Source: an optimization exercise on an open RTL-to-GDS flow (aim: small area and a short achievable clock period). Production flows keep margins and buffers that such runs may drop.
At most, simulation tests tie the RTL to the original design; equivalence was not proved.

// wlcTop
module wlcTop #(
    parameter int WindowLen     = wlcPkg::DefWindowLen,
    parameter int IdleLimit     = wlcPkg::DefIdleLimit,
    parameter int FifoDepth     = wlcPkg::DefFifoDepth,
    parameter int ConfThreshold = wlcPkg::DefConfThreshold
) (
    input  logic                 clk,
    input  logic                 reset,
    input  logic [7:0]           instr,    
    input  logic                 resultReady,
    output logic [30:0]          result,   
    output logic                 resultValid,
    output logic                 classificationValid,
    output logic [15:0]          classificationCount,
    output logic [15:0]          droppedWindows
);
==> module opcodeWindow, before the edit <==
module opcodeWindow (
    input  logic                        clk,
    input  logic                        reset,
    input  logic [7:0]                  instr,
    input  logic                        creditReturn,
    output logic [wlcPkg::EntryW-1:0]   pushData,
    output logic                        push,
    output logic                        noCredits,
    output logic [15:0]                 droppedWindows
);
    logic       valid;
    logic [6:0] opcode;
    logic       isCompute, isMem, isControl;
    logic       ended;         
    logic [3:0] total;         
    logic [3:0] totalEff;
    logic [4:0] idleSeq;       
    logic [2:0] credits;
    logic       vCompute, vMem, vControl;    
    logic windowFull, idleFire, windowEnd, canSend;
    assign valid  = instr[7];
    assign opcode = instr[6:0];
    assign isCompute = (opcode == wlcPkg::OpAluReg) || (opcode == wlcPkg::OpAluImm);
    assign isMem     = (opcode == wlcPkg::OpLoad) || (opcode == wlcPkg::OpStore);
    assign isControl = (opcode == wlcPkg::OpBranch) || (opcode == wlcPkg::OpJal) ||
                       (opcode == wlcPkg::OpJalr);
    assign totalEff   = ended ? 4'd0 : total;
    assign windowFull = valid && (totalEff == 4'd15);
    assign idleFire   = !valid && (idleSeq == 5'd31);
    assign windowEnd  = windowFull || idleFire;
    assign canSend    = (credits != 3'd0);
    assign noCredits  = !canSend;
    always_ff @(posedge clk) begin
        if (!reset) begin
            ended          <= 1'b1;
            idleSeq        <= 5'd8;
            credits        <= 3'd4;
            push           <= 1'b0;
            droppedWindows <= '0;
        end else begin
            ended   <= windowEnd;
            if (valid) begin
                idleSeq <= 5'd8;
            end else if (idleSeq != 5'd0) begin
                idleSeq <= idleSeq + 5'd1;
            end
            credits <= credits - 3'(windowEnd && canSend) + 3'(creditReturn);
            push    <= windowEnd && canSend;
            if (windowEnd && !canSend) begin
                droppedWindows <= droppedWindows + 16'd1;
            end
        end
    end
    logic [7:0] computeY, memY, controlY;
    logic       computeOdd, memOdd, controlOdd;
    logic [7:0] computeYInc, memYInc, controlYInc;
    logic [7:0] computeYNext, memYNext, controlYNext;
    logic       computeOddNext, memOddNext, controlOddNext;
    assign computeYInc = computeY + (vCompute ? {4'd0, 3'b110, computeOdd} : 8'd0);
    assign memYInc     = memY + (vMem ? {4'd0, 3'b110, memOdd} : 8'd0);
    assign controlYInc = controlY + (vControl ? {4'd0, 3'b110, controlOdd} : 8'd0);
    assign computeYNext   = ended ? 8'd0 : computeYInc;
    assign memYNext       = ended ? 8'd0 : memYInc;
    assign controlYNext   = ended ? 8'd0 : controlYInc;
    assign computeOddNext = !ended && (computeOdd ^ vCompute);
    assign memOddNext     = !ended && (memOdd ^ vMem);
    assign controlOddNext = !ended && (controlOdd ^ vControl);
    logic [7:0]  divY;
    logic        divOdd;
    logic [7:0]  dividendLow;
    logic [3:0]  remCur;
    logic [4:0]  rem2;
    logic        qBit;
    logic [3:0]  rem;
    logic [22:0] quot;
    logic [23:0] tolls;
    always_comb begin
        case (idleSeq[4:3])
            2'd1:    begin divY = computeYNext; divOdd = computeOddNext; end
            2'd2:    begin divY = memYNext;     divOdd = memOddNext;     end
            default: begin divY = controlYNext; divOdd = controlOddNext; end
        endcase
    end
    assign dividendLow = {divY[3:0], divOdd, 3'd0};
    assign remCur   = (idleSeq[2:0] == 3'd0) ? divY[7:4] : rem;
    assign rem2     = {remCur, dividendLow[3'd7 - idleSeq[2:0]]};
    assign qBit     = (totalEff != 4'd0) && (rem2 >= 5'(totalEff));
    assign tolls    = {quot, qBit};
    always_ff @(posedge clk) begin
        total      <= totalEff + 4'(valid);
        vCompute   <= valid && isCompute;
        vMem       <= valid && isMem;
        vControl   <= valid && isControl;
        computeOdd <= computeOddNext;
        memOdd     <= memOddNext;
        controlOdd <= controlOddNext;
        if (idleFire) begin
            computeY <= tolls[23:16];
            memY     <= tolls[15:8];
            controlY <= tolls[7:0];
        end else begin
            computeY <= computeYNext;
            memY     <= memYNext;
            controlY <= controlYNext;
        end
        rem  <= qBit ? 4'(rem2 - 5'(totalEff)) : rem2[3:0];
        quot <= tolls[22:0];
    end
    assign pushData = {computeYInc, memYInc, controlYInc, !idleSeq[3]};
endmodule
export LEC_CHECK = 0
export CAP_MARGIN = 20
export CORE_MARGIN = 2
export CORE_UTILIZATION = 65
export SLEW_MARGIN = 20
create_clock -name core_clock -period 45.0 [get_ports {clk}]
standard.sh (not shown) runs the stock make flow with config.mk's settings and CLKGATE_MAP_FILE= SYNTH_SCRIPT=/design/flow/synth_recipe.tcl, a recipe that flattens the netlist after the stock synthesis.
==> flow/flow/run.sh <==
#!/bin/bash
# Standard layout, with plain buf_1 cells as the port buffers and a clock tree
# of fewer, larger leaf clusters without dummy loads.
set -euo pipefail
bash standard.sh \
  "BUFFER_PORTS_ARGS=-buffer_cell sky130_fd_sc_hd__buf_1" \
  "CTS_ARGS=-sink_clustering_enable -repair_clock_nets -buf_list sky130_fd_sc_hd__clkbuf_8 -sink_clustering_size 20 -sink_clustering_max_diameter 50 -dont_use_dummy_load" \
  SETUP_SLACK_MARGIN=34.9 \
  finish > standard.log 2>&1
Next try:
--- a/flow/design.v
+++ b/flow/design.v
@@ -32,42 +32,45 @@
     logic [6:0] opcode;
     logic       isCompute, isMem, isControl;
     logic       ended;         
     logic [3:0] total;         
     logic [3:0] totalEff;
     logic [4:0] idleSeq;       
-    logic [2:0] credits;
+    logic [3:0] credits;       
     logic       vCompute, vMem, vControl;    
     logic windowFull, idleFire, windowEnd, canSend;
     assign valid  = instr[7];
     assign opcode = instr[6:0];
     assign isCompute = (opcode == wlcPkg::OpAluReg) || (opcode == wlcPkg::OpAluImm);
     assign isMem     = (opcode == wlcPkg::OpLoad) || (opcode == wlcPkg::OpStore);
     assign isControl = (opcode == wlcPkg::OpBranch) || (opcode == wlcPkg::OpJal) ||
                        (opcode == wlcPkg::OpJalr);
     assign totalEff   = ended ? 4'd0 : total;
     assign windowFull = valid && (totalEff == 4'd15);
     assign idleFire   = !valid && (idleSeq == 5'd31);
     assign windowEnd  = windowFull || idleFire;
-    assign canSend    = (credits != 3'd0);
+    assign canSend    = credits[0];
     assign noCredits  = !canSend;
+    logic [3:0] creditsKeep, creditsSend;
+    assign creditsKeep = creditReturn ? {credits[2:0], 1'b1} : credits;
+    assign creditsSend = creditReturn ? credits : {1'b0, credits[3:1]};
     always_ff @(posedge clk) begin
         if (!reset) begin
             ended          <= 1'b1;
             idleSeq        <= 5'd8;
-            credits        <= 3'd4;
+            credits        <= 4'b1111;
             push           <= 1'b0;
             droppedWindows <= '0;
         end else begin
             ended   <= windowEnd;
             if (valid) begin
                 idleSeq <= 5'd8;
             end else if (idleSeq != 5'd0) begin
                 idleSeq <= idleSeq + 5'd1;
             end
-            credits <= credits - 3'(windowEnd && canSend) + 3'(creditReturn);
+            credits <= (windowEnd && canSend) ? creditsSend : creditsKeep;
             push    <= windowEnd && canSend;
             if (windowEnd && !canSend) begin
                 droppedWindows <= droppedWindows + 16'd1;
             end
         end
     end
@@ -104,13 +107,13 @@
     assign dividendLow = {divY[3:0], divOdd, 3'd0};
     assign remCur   = (idleSeq[2:0] == 3'd0) ? divY[7:4] : rem;
     assign rem2     = {remCur, dividendLow[3'd7 - idleSeq[2:0]]};
     assign qBit     = (totalEff != 4'd0) && (rem2 >= 5'(totalEff));
     assign tolls    = {quot, qBit};
     always_ff @(posedge clk) begin
-        total      <= totalEff + 4'(valid);
+        total      <= valid ? totalEff + 4'd1 : totalEff;
         vCompute   <= valid && isCompute;
         vMem       <= valid && isMem;
         vControl   <= valid && isControl;
         computeOdd <= computeOddNext;
         memOdd     <= memOddNext;
         controlOdd <= controlOddNext;
The changed run produced a clean layout.
Maximum frequency came out higher by 2.9%.
Via count came out lower by 1.5%.
Non-clock buffer count does not change.
Cell area came out lower by 2.0%.
Wire length came out lower by 4.6%.
Final cell count came out lower by 0.56%.
Critical path depth came out lower by 12.
Worst setup slack gets better by 0.30 ns.
Die area came out lower by 1.5%.
No functional check of the RTL was part of the first run of this note.

[afterwards: timing with drivers on the ports]
In the flow no input, the clock included, has a driving cell. The finished layouts below were timed again as built, in two steps. Step 1 assumes that a clkbuf_16 drives the clock port and a buf_2 every other input. Step 2 adds t to the input delays and takes it off the output delays; t is the mean of the earliest and latest rising clock arrival at the registers after step 1. Input paths then give back, and output paths get back, about the clock's delay inside the block. Three values: no drivers, after step 1, after step 2; two values: the first two.
| run | t (ns) | setup WS [ns] | worst register clock-pin slew, ns | worst data-port slew with drivers (ns) |
|---|---|---|---|---|
| the first run | 0.545 | 34.648 / 34.654 / 34.108 | 0.10 / 0.10 | 0.04 |
| the second run | 0.546 | 34.944 / 34.906 / 34.466 | 0.12 / 0.12 | 0.04 |
After both steps setup and hold are still met in every run listed. For the first run, which loses most, drivers alone change the setup slack by +0.006 ns; drivers and shift together by -0.540 ns.
